Background: an optimization exercise with open tools, aiming at a short achievable clock period and few clock cycles per item. Do not read the settings as production practice.
Only simulation tests tie the RTL to the original design; equivalence was not proved.
No driver is modelled on the clock port, so clock power and skew are understated where the tree is cut down; a real chip needs a root buffer or a tree.

==> inputs of exp/willow <==
==> flow/design.v <==
package bmem_pkg;
    localparam int BEAT_W      = 64;
    localparam int BEATS       = 4;
    localparam int LINE_W      = BEAT_W * BEATS;
    localparam int OFFSET_BITS = 5;
endpackage
module rr_arbiter2 (
    input  logic req_i,
    input  logic req_d,
    input  logic last_d,
    output logic gnt_d,
    output logic any_req
);
    assign gnt_d   = req_d & (~req_i | ~last_d);
    assign any_req = req_i | req_d;
endmodule
module bmem_line_adapter #(
    parameter int ADDR_W = 32,
    parameter int BEAT_W = 64,
    parameter int BEATS  = 4
) (
    input  logic                      clk,
    input  logic                      rst,
    input  logic [ADDR_W-1:0]         i_addr,
    input  logic                      i_read,
    output logic [BEAT_W*BEATS-1:0]   i_rdata,
    output logic                      i_resp,
    input  logic [ADDR_W-1:0]         d_addr,
    input  logic                      d_read,
    input  logic                      d_write,
    input  logic [BEAT_W*BEATS-1:0]   d_wdata,
    output logic [BEAT_W*BEATS-1:0]   d_rdata,
    output logic                      d_resp,
    output logic [ADDR_W-1:0]         bmem_addr,
    output logic                      bmem_read,
    output logic                      bmem_write,
    output logic [BEAT_W-1:0]         bmem_wdata,
    input  logic                      bmem_ready,
    input  logic [ADDR_W-1:0]         bmem_raddr,
    input  logic [BEAT_W-1:0]         bmem_rdata,
    input  logic                      bmem_rvalid
);
    localparam int LINE_W = BEAT_W * BEATS;
    localparam int CNT_W  = $clog2(BEATS);
    localparam int OFS    = bmem_pkg::OFFSET_BITS;
    localparam int LA_W   = ADDR_W - OFS;
    localparam logic [CNT_W-1:0] LAST_BEAT = CNT_W'(BEATS - 1);
    logic               i_rq, d_rq, d_wr_q;
    logic               rreq_q, rwait_q, wr_q;
    logic               idle;
    logic [CNT_W-1:0]   rcnt_q, wcnt_q;
    logic               cur_d_q, last_d_q, i_taken_q, d_taken_q;
    logic [LA_W-1:0]    la_q;         
    logic [LA_W-1:0]    rd_la_q;      
    logic [BEAT_W-1:0]  wdata_q;
    logic               i_resp_q, d_resp_q;
    logic [BEAT_W-1:0]  rdata_q, top_i_q, top_d_q;
    logic               hit_q;
    logic [CNT_W-1:0]   hidx_q;
    logic [LINE_W-BEAT_W-1:0] asm_i_q, asm_d_q;
    logic               pend_i, pend_d, nxt_d, nxt_valid, nxt_wr;
    logic [LA_W-1:0]    nxt_la;
    logic               wr_last, wr_done;
    assign pend_i = i_rq & ~i_taken_q;
    assign pend_d = d_rq & ~d_taken_q;
    rr_arbiter2 u_arb (
        .req_i   (pend_i),
        .req_d   (pend_d),
        .last_d  (last_d_q),
        .gnt_d   (nxt_d),
        .any_req (nxt_valid)
    );
    assign nxt_wr = nxt_d & d_wr_q;
    assign nxt_la = nxt_d ? d_addr[ADDR_W-1:OFS] : i_addr[ADDR_W-1:OFS];
    assign idle   = ~(rreq_q | rwait_q | wr_q);
    localparam int NS_W = 14;
    function automatic logic [NS_W-1:0] ctl_next(
        input logic             rdy,
        input logic             ev,
        input logic             rreq, rwait, wr,
        input logic [CNT_W-1:0] rcnt, wcnt,
        input logic             cur_d, last_d, i_taken, d_taken, i_resp, d_resp,
        input logic             nvalid, nd, nwr
    );
        logic             hit, rd_done, wr_done, start;
        logic             n_rreq, n_wr, n_rwait, n_cur_d, n_last_d, n_i_taken, n_d_taken;
        logic             n_i_resp, n_d_resp;
        logic [CNT_W-1:0] n_rcnt, n_wcnt;
        hit       = rwait & ev;
        rd_done   = hit & (rcnt == LAST_BEAT);
        wr_done   = wr & (wcnt == LAST_BEAT) & rdy;
        start     = nvalid & (~(rreq | rwait | wr) | rd_done | wr_done);
        n_rreq    = (rreq & ~rdy) | (start & ~nwr);
        n_wr      = (wr & ~wr_done) | (start & nwr);
        n_rwait   = (rreq & rdy) | (rwait & ~rd_done);
        n_rcnt    = rwait ? rcnt + CNT_W'(hit) : '0;
        n_wcnt    = wr ? wcnt + CNT_W'(rdy) : '0;
        n_cur_d   = start ? nd : cur_d;
        n_last_d  = start ? nd : last_d;
        n_i_taken = (start & ~nd) | (i_taken & ~i_resp);
        n_d_taken = (start & nd) | (d_taken & ~d_resp);
        n_i_resp  = rd_done & ~cur_d;
        n_d_resp  = (rd_done & cur_d) | wr_done;
        ctl_next = {n_rreq, n_wr, n_rwait, n_rcnt, n_wcnt, n_cur_d, n_last_d,
                    n_i_taken, n_d_taken, n_i_resp, n_d_resp, hit};
    endfunction
    logic             ev;
    logic [NS_W-1:0]  ns_00, ns_01, ns_10, ns_11, ns;
    logic             hit_d;
    localparam int EQ_N = ADDR_W / 8;
    logic [ADDR_W-1:0] rd_addr;
    logic [EQ_N-1:0]   eq_part;
    assign rd_addr = {rd_la_q, {OFS{1'b0}}};
    for (genvar g = 0; g < EQ_N; g++) begin : g_eq
        bmem_eq8 u_eq (
            .a  (bmem_raddr[8*g +: 8]),
            .b  (rd_addr[8*g +: 8]),
            .eq (eq_part[g])
        );
    end
    assign ev = bmem_rvalid & (&eq_part);
    assign ns_00 = ctl_next(1'b0, 1'b0, rreq_q, rwait_q, wr_q, rcnt_q, wcnt_q, cur_d_q, last_d_q,
                            i_taken_q, d_taken_q, i_resp_q, d_resp_q, nxt_valid, nxt_d, nxt_wr);
    assign ns_01 = ctl_next(1'b0, 1'b1, rreq_q, rwait_q, wr_q, rcnt_q, wcnt_q, cur_d_q, last_d_q,
                            i_taken_q, d_taken_q, i_resp_q, d_resp_q, nxt_valid, nxt_d, nxt_wr);
    assign ns_10 = ctl_next(1'b1, 1'b0, rreq_q, rwait_q, wr_q, rcnt_q, wcnt_q, cur_d_q, last_d_q,
                            i_taken_q, d_taken_q, i_resp_q, d_resp_q, nxt_valid, nxt_d, nxt_wr);
    assign ns_11 = ctl_next(1'b1, 1'b1, rreq_q, rwait_q, wr_q, rcnt_q, wcnt_q, cur_d_q, last_d_q,
                            i_taken_q, d_taken_q, i_resp_q, d_resp_q, nxt_valid, nxt_d, nxt_wr);
    assign ns = ev ? (bmem_ready ? ns_11 : ns_01) : (bmem_ready ? ns_10 : ns_00);
    assign wr_last = wr_q & (wcnt_q == LAST_BEAT);
    assign wr_done = wr_last & bmem_ready;
    logic bmem_read_o, bmem_write_o, i_resp_o, d_resp_o;
    always_ff @(posedge clk) begin
        if (rst) begin
            i_rq      <= 1'b0;
            d_rq      <= 1'b0;
            d_wr_q    <= 1'b0;
            rreq_q    <= 1'b0;
            rwait_q   <= 1'b0;
            wr_q      <= 1'b0;
            rcnt_q    <= '0;
            wcnt_q    <= '0;
            cur_d_q   <= 1'b0;
            last_d_q  <= 1'b0;
            i_taken_q <= 1'b0;
            d_taken_q <= 1'b0;
            i_resp_q  <= 1'b0;
            d_resp_q  <= 1'b0;
            hit_q     <= 1'b0;
            hidx_q    <= '0;
        end else begin
            i_rq      <= i_read & ~i_resp_q;
            d_rq      <= (d_read | d_write) & ~d_resp_q;
            d_wr_q    <= d_write;
            {rreq_q, wr_q, rwait_q, rcnt_q, wcnt_q, cur_d_q, last_d_q,
             i_taken_q, d_taken_q, i_resp_q, d_resp_q, hit_q} <= ns;
            hidx_q    <= rcnt_q;
        end
    end
    always_ff @(posedge clk or posedge rst) begin
        if (rst) begin
            bmem_read_o  <= 1'b0;
            bmem_write_o <= 1'b0;
            i_resp_o     <= 1'b0;
            d_resp_o     <= 1'b0;
        end else begin
            bmem_read_o  <= ns[NS_W-1];
            bmem_write_o <= ns[NS_W-2];
            i_resp_o     <= ns[2];
            d_resp_o     <= ns[1];
        end
    end
    logic [LA_W-1:0]    cur_la;
    logic               la_hold;
    logic [CNT_W-1:0]   wbeat;
    assign cur_la  = cur_d_q ? d_addr[ADDR_W-1:OFS] : i_addr[ADDR_W-1:OFS];
    assign la_hold = (rreq_q & ~bmem_ready) | (wr_q & ~wr_done);
    assign wbeat   = wr_q ? wcnt_q + CNT_W'(bmem_ready) : '0;
    always_ff @(posedge clk) begin
        la_q    <= la_hold ? cur_la : nxt_la;
        rd_la_q <= cur_la;
        wdata_q <= d_wdata[wbeat*BEAT_W +: BEAT_W];
        rdata_q <= bmem_rdata;
        top_i_q <= rwait_q ? bmem_rdata : rdata_q;
        top_d_q <= rwait_q ? bmem_rdata : top_i_q;
        for (int k = 0; k < BEATS-1; k++) begin
            if (hit_q && hidx_q == CNT_W'(k)) begin
                asm_i_q[k*BEAT_W +: BEAT_W] <= rdata_q;
                asm_d_q[k*BEAT_W +: BEAT_W] <= rdata_q;
            end else begin
                asm_i_q[k*BEAT_W +: BEAT_W] <= asm_d_q[k*BEAT_W +: BEAT_W];
                asm_d_q[k*BEAT_W +: BEAT_W] <= asm_i_q[k*BEAT_W +: BEAT_W];
            end
        end
    end
    assign bmem_addr  = {la_q, {OFS{1'b0}}};
    assign bmem_read  = bmem_read_o;
    assign bmem_write = bmem_write_o;
    assign bmem_wdata = wdata_q;
    assign i_resp     = i_resp_o;
    assign d_resp     = d_resp_o;
    assign i_rdata    = {top_i_q, asm_i_q};
    assign d_rdata    = {top_d_q, asm_d_q};
endmodule
module bmem_eq8 (
    input  logic [7:0] a,
    input  logic [7:0] b,
    output logic       eq
);
    assign eq = (a == b);
endmodule
==> flow/flow/run.sh <==
#!/bin/bash
# Standard ORFS layout, except that the clock tree is built by
# flow/clock_tree.tcl (two buffer levels) in place of TritonCTS.
set -euo pipefail
here=$(pwd)
FLOW_LEAF_MAX=13 bash standard.sh finish "PRE_CTS_TCL=$here/flow/clock_tree.tcl" > standard.log 2>&1
==> flow/flow/clock_tree.tcl <==
# Sourced by ORFS's cts.tcl before its clock tree step (PRE_CTS_TCL). It
# replaces clock_tree_synthesis with a two-level tree of clkbuf_16 cells
# built here: the clock port drives 4 root buffers, each root drives the
# leaf buffers of one quarter of the flip-flops, and each leaf buffer drives
# a compact cluster of at most LEAF_MAX flip-flops. Every flip-flop is behind
# exactly two buffers, so the tree is balanced by construction; the rest of
# cts.tcl (legalisation, timing repair) runs unchanged.

proc my_tree_split {pts max} {
  # pts: list of {x y iterm}. Cut along the longer side into
  # ceil(n / max) parts of near-equal size, by recursive cuts in proportion
  # to the number of parts on each side. Returns a list of parts.
  set n [llength $pts]
  set parts [expr {($n + $max - 1) / $max}]
  if {$parts <= 1} { return [list $pts] }
  set xs [lsort -integer [lmap p $pts {lindex $p 0}]]
  set ys [lsort -integer [lmap p $pts {lindex $p 1}]]
  set w [expr {[lindex $xs end] - [lindex $xs 0]}]
  set h [expr {[lindex $ys end] - [lindex $ys 0]}]
  set k [expr {$w >= $h ? 0 : 1}]
  set s [lsort -integer -index $k $pts]
  set p1 [expr {$parts / 2}]
  set cut [expr {($n * $p1 + $parts / 2) / $parts}]
  set m1 [expr {($cut + $p1 - 1) / $p1}]
  set m2 [expr {($n - $cut + ($parts - $p1) - 1) / ($parts - $p1)}]
  return [concat [my_tree_split [lrange $s 0 [expr {$cut - 1}]] $m1] \
                 [my_tree_split [lrange $s $cut end] $m2]]
}

proc my_tree_centroid {pts} {
  set sx 0; set sy 0
  foreach p $pts { set sx [expr {$sx + [lindex $p 0]}]; set sy [expr {$sy + [lindex $p 1]}] }
  set n [llength $pts]
  return [list [expr {$sx / $n}] [expr {$sy / $n}]]
}

proc my_tree_buffer {block master name xy} {
  set inst [odb::dbInst_create $block $master $name]
  set w [[$inst getMaster] getWidth]
  set h [[$inst getMaster] getHeight]
  $inst setLocation [expr {[lindex $xy 0] - $w / 2}] [expr {[lindex $xy 1] - $h / 2}]
  $inst setPlacementStatus PLACED
  return $inst
}

proc my_tree_net {block name} {
  set net [odb::dbNet_create $block $name]
  $net setSigType CLOCK
  return $net
}

catch {rename clock_tree_synthesis my_orig_clock_tree_synthesis}
proc clock_tree_synthesis {args} {
  set leaf_max 12
  if {[info exists ::env(FLOW_LEAF_MAX)]} { set leaf_max $::env(FLOW_LEAF_MAX) }
  set block [ord::get_db_block]
  set master [[ord::get_db] findMaster sky130_fd_sc_hd__clkbuf_16]
  set clk [$block findNet clk]
  set sinks {}
  foreach it [$clk getITerms] {
    set xy [$it getAvgXY]
    if {[lindex $xy 0] == 0} {
      set loc [[$it getInst] getLocation]
      set xy [list 1 [lindex $loc 0] [lindex $loc 1]]
    }
    lappend sinks [list [lindex $xy 1] [lindex $xy 2] $it]
  }
  puts "bench clock tree: [llength $sinks] sinks on clk"
  # four quarters of equal size, then clusters inside each
  set quarters [my_tree_split $sinks [expr {([llength $sinks] + 3) / 4}]]
  if {[llength $quarters] != 4} { error "expected 4 quarters, got [llength $quarters]" }
  set q 0
  set nleaf 0
  foreach quarter $quarters {
    set clusters [my_tree_split $quarter $leaf_max]
    set leaf_xy {}
    set rnet [my_tree_net $block "clknet_root_$q"]
    foreach cl $clusters {
      set xy [my_tree_centroid $cl]
      lappend leaf_xy $xy
      set leaf [my_tree_buffer $block $master "clkbuf_leaf_${q}_$nleaf" $xy]
      set lnet [my_tree_net $block "clknet_leaf_${q}_$nleaf"]
      foreach p $cl {
        set it [lindex $p 2]
        $it disconnect
        $it connect $lnet
      }
      [$leaf findITerm X] connect $lnet
      [$leaf findITerm A] connect $rnet
      incr nleaf
    }
    set root [my_tree_buffer $block $master "clkbuf_root_$q" [my_tree_centroid $leaf_xy]]
    [$root findITerm X] connect $rnet
    [$root findITerm A] connect $clk
    puts "bench clock tree: root $q drives [llength $clusters] leaf buffers"
    incr q
  }
  puts "bench clock tree: $nleaf leaf buffers"
  set_propagated_clock [all_clocks]
}
==> flow/standard.sh <==
#!/bin/bash
# synth_recipe.tcl (not shown) runs the flow's synth.tcl, then flattens the netlist and writes it again
# the make line also repeats each setting of config.mk as NAME=value (left out here)
make -C /OpenROAD-flow-scripts/flow DESIGN_CONFIG=/design/flow/config.mk WORK_HOME=/design/flow/orfs CLKGATE_MAP_FILE= SYNTH_SCRIPT=/design/flow/synth_recipe.tcl "${@:-finish}"
==> flow/config.mk <==
export PLATFORM = sky130hd
export DESIGN_NAME = bmem_line_adapter
export DESIGN_NICKNAME = bmem_line_adapter
export VERILOG_FILES = /design/flow/design.v
export SDC_FILE = /design/flow/constraint.sdc
export NUM_CORES = 4
export LEC_CHECK = 0
export CAP_MARGIN = 20
export CORE_AREA = 5 5 355 355
export DIE_AREA = 0 0 360 360
export SETUP_SLACK_MARGIN = 3.5
export SLEW_MARGIN = 20
export SYNTH_HIERARCHICAL = 1
export SYNTH_MINIMUM_KEEP_SIZE = 0
==> flow/constraint.sdc <==
create_clock -name core_clock -period 5.0 [get_ports {clk}]
set_input_delay 1.0000 -clock core_clock [delete_from_list [all_inputs] [get_ports {clk}]]
set_output_delay 1.0000 -clock core_clock [all_outputs]
set_load 0.01 [all_outputs]
==> exp/raven (differences from exp/willow) <==
==> flow/flow/run.sh (replaced) <==
#!/bin/bash
# Standard ORFS layout, except that the clock tree is built by
# flow/clock_tree.tcl (two buffer levels) in place of TritonCTS.
set -euo pipefail
here=$(pwd)
bash standard.sh finish "PRE_CTS_TCL=$here/flow/clock_tree.tcl" > standard.log 2>&1
--- a/flow/flow/clock_tree.tcl
+++ b/flow/flow/clock_tree.tcl
@@ -7,24 +7,18 @@
 # cts.tcl (legalisation, timing repair) runs unchanged.
 
 proc my_tree_split {pts max} {
-  # pts: list of {x y iterm}. Cut along the longer side into
-  # ceil(n / max) parts of near-equal size, by recursive cuts in proportion
-  # to the number of parts on each side. Returns a list of parts.
-  set n [llength $pts]
-  set parts [expr {($n + $max - 1) / $max}]
-  if {$parts <= 1} { return [list $pts] }
+  # pts: list of {x y iterm}; split along the longer side at the median
+  # until each part holds at most max points. Returns a list of parts.
+  if {[llength $pts] <= $max} { return [list $pts] }
   set xs [lsort -integer [lmap p $pts {lindex $p 0}]]
   set ys [lsort -integer [lmap p $pts {lindex $p 1}]]
   set w [expr {[lindex $xs end] - [lindex $xs 0]}]
   set h [expr {[lindex $ys end] - [lindex $ys 0]}]
   set k [expr {$w >= $h ? 0 : 1}]
   set s [lsort -integer -index $k $pts]
-  set p1 [expr {$parts / 2}]
-  set cut [expr {($n * $p1 + $parts / 2) / $parts}]
-  set m1 [expr {($cut + $p1 - 1) / $p1}]
-  set m2 [expr {($n - $cut + ($parts - $p1) - 1) / ($parts - $p1)}]
-  return [concat [my_tree_split [lrange $s 0 [expr {$cut - 1}]] $m1] \
-                 [my_tree_split [lrange $s $cut end] $m2]]
+  set n [expr {[llength $s] / 2}]
+  return [concat [my_tree_split [lrange $s 0 [expr {$n - 1}]] $max] \
+                 [my_tree_split [lrange $s $n end] $max]]
 }
 
 proc my_tree_centroid {pts} {
@@ -49,7 +43,7 @@
   return $net
 }
 
-catch {rename clock_tree_synthesis my_orig_clock_tree_synthesis}
+rename clock_tree_synthesis my_orig_clock_tree_synthesis
 proc clock_tree_synthesis {args} {
   set leaf_max 12
   if {[info exists ::env(FLOW_LEAF_MAX)]} { set leaf_max $::env(FLOW_LEAF_MAX) }
==> exp/sierra (differences from exp/willow) <==
==> flow/flow/run.sh (replaced) <==
#!/bin/bash
# Standard ORFS layout, except that the clock tree is built by
# flow/clock_tree.tcl (two buffer levels) in place of TritonCTS.
set -euo pipefail
here=$(pwd)
FLOW_LEAF_MAX=19 bash standard.sh finish "PRE_CTS_TCL=$here/flow/clock_tree.tcl" > standard.log 2>&1
==> flow_metrics.tcl <==
set metrics [dict create \
    clkTransAtPathRegs_ns 0.06 \
    nets 3978 \
    comb_power_uw 1480 \
    stdcell_count 5195 \
    critPathMaxStageDelay_ns 0.41 \
    cp-startpoint "i_resp_o" \
    holdPathStages 2 \
    grt_max_degree 76 \
    ir_worst_vdd_uv 262 \
    status "finished clean" \
    finalPower_uw 11900 \
    fin_area_mm2 0.0424 \
    holdWs_ns 0.413 \
    drt-met1-wl_um 62200 \
]
[end of results for exp/willow]
==> flow_metrics.tcl <==
set metrics [dict create \
    status "finished clean" \
    critPathMaxStageDelay_ns 0.42 \
    fin_area_mm2 0.0424 \
    cp-startpoint "i_resp_o" \
    comb_power_uw 1480 \
    drcViolationCount 0 \
    stdcell_count 5222 \
    holdWs_ns 0.408 \
    grt_max_degree 75 \
    holdPathStages 1 \
    ir_worst_vdd_uv 261 \
    finalPower_uw 11200 \
    clkTransAtPathRegs_ns 0.09 \
    placed_area_mm2 0.0348 \
]
[end of results for exp/sierra]
==> flow_metrics.tcl <==
set metrics [dict create \
    holdPathStages 1 \
    clkTransAtPathRegs_ns 0.07 \
    cp-startpoint "bmem_write_o" \
    comb_power_uw 1490 \
    stdcell_count 5211 \
    critPathMaxStageDelay_ns 0.40 \
    yosysMostFrequentCell "nand2_1" \
    fin_area_mm2 0.0430 \
    status "finished clean" \
    nets 3996 \
    holdWs_ns 0.413 \
    ir_worst_vdd_uv 277 \
    synth-seq-cells 716 \
]
[end of results for exp/raven]
Testbench counts of exp/willow, summed over its fixed seeds: cycles 31,485, items 4,800.
Testbench counts of exp/raven, summed over its fixed seeds: cycles 31,485, items 4,800.
Testbench counts of exp/sierra, summed over its fixed seeds: cycles 31,485, items 4,800.
No run of this note takes its clock network from TritonCTS; it comes from the design's own scripts or RTL.

-- port drivers added, routing unchanged --
The results above use ideal ports. As a check the final layouts listed here were re-extracted and re-timed, cells and wires unchanged.
Step 1 (the two cells are an assumption about what drives the block):
set clk [get_ports {clk}]
set_driving_cell -lib_cell sky130_fd_sc_hd__clkbuf_16 $clk
set_driving_cell -lib_cell sky130_fd_sc_hd__buf_2 [delete_from_list [all_inputs] $clk]
Step 2, shift: input delay + t, output delay - t, t = (earliest + latest rising clock arrival at the registers) / 2. This alone moves slack from input paths to output paths.
Three values: ideal, step 1, step 2; two values: the first two.
run | t (ns) | setup slack, ns | hold slack, ns | worst slew at a driven data input, ns
exp/willow | 0.599 | 2.960 / 2.807 / 2.516 | 0.413 / 0.413 / 0.413 | 0.37
exp/raven | 0.629 | 2.968 / 2.803 / 2.510 | 0.413 / 0.413 / 0.413 | 0.37
exp/sierra | 0.573 | 2.979 / 2.823 / 2.471 | 0.408 / 0.408 / 0.408 | 0.35
After both steps every run listed still meets setup and hold. For exp/sierra, which loses most, drivers alone change the setup slack by -0.156 ns; drivers and shift together by -0.508 ns.
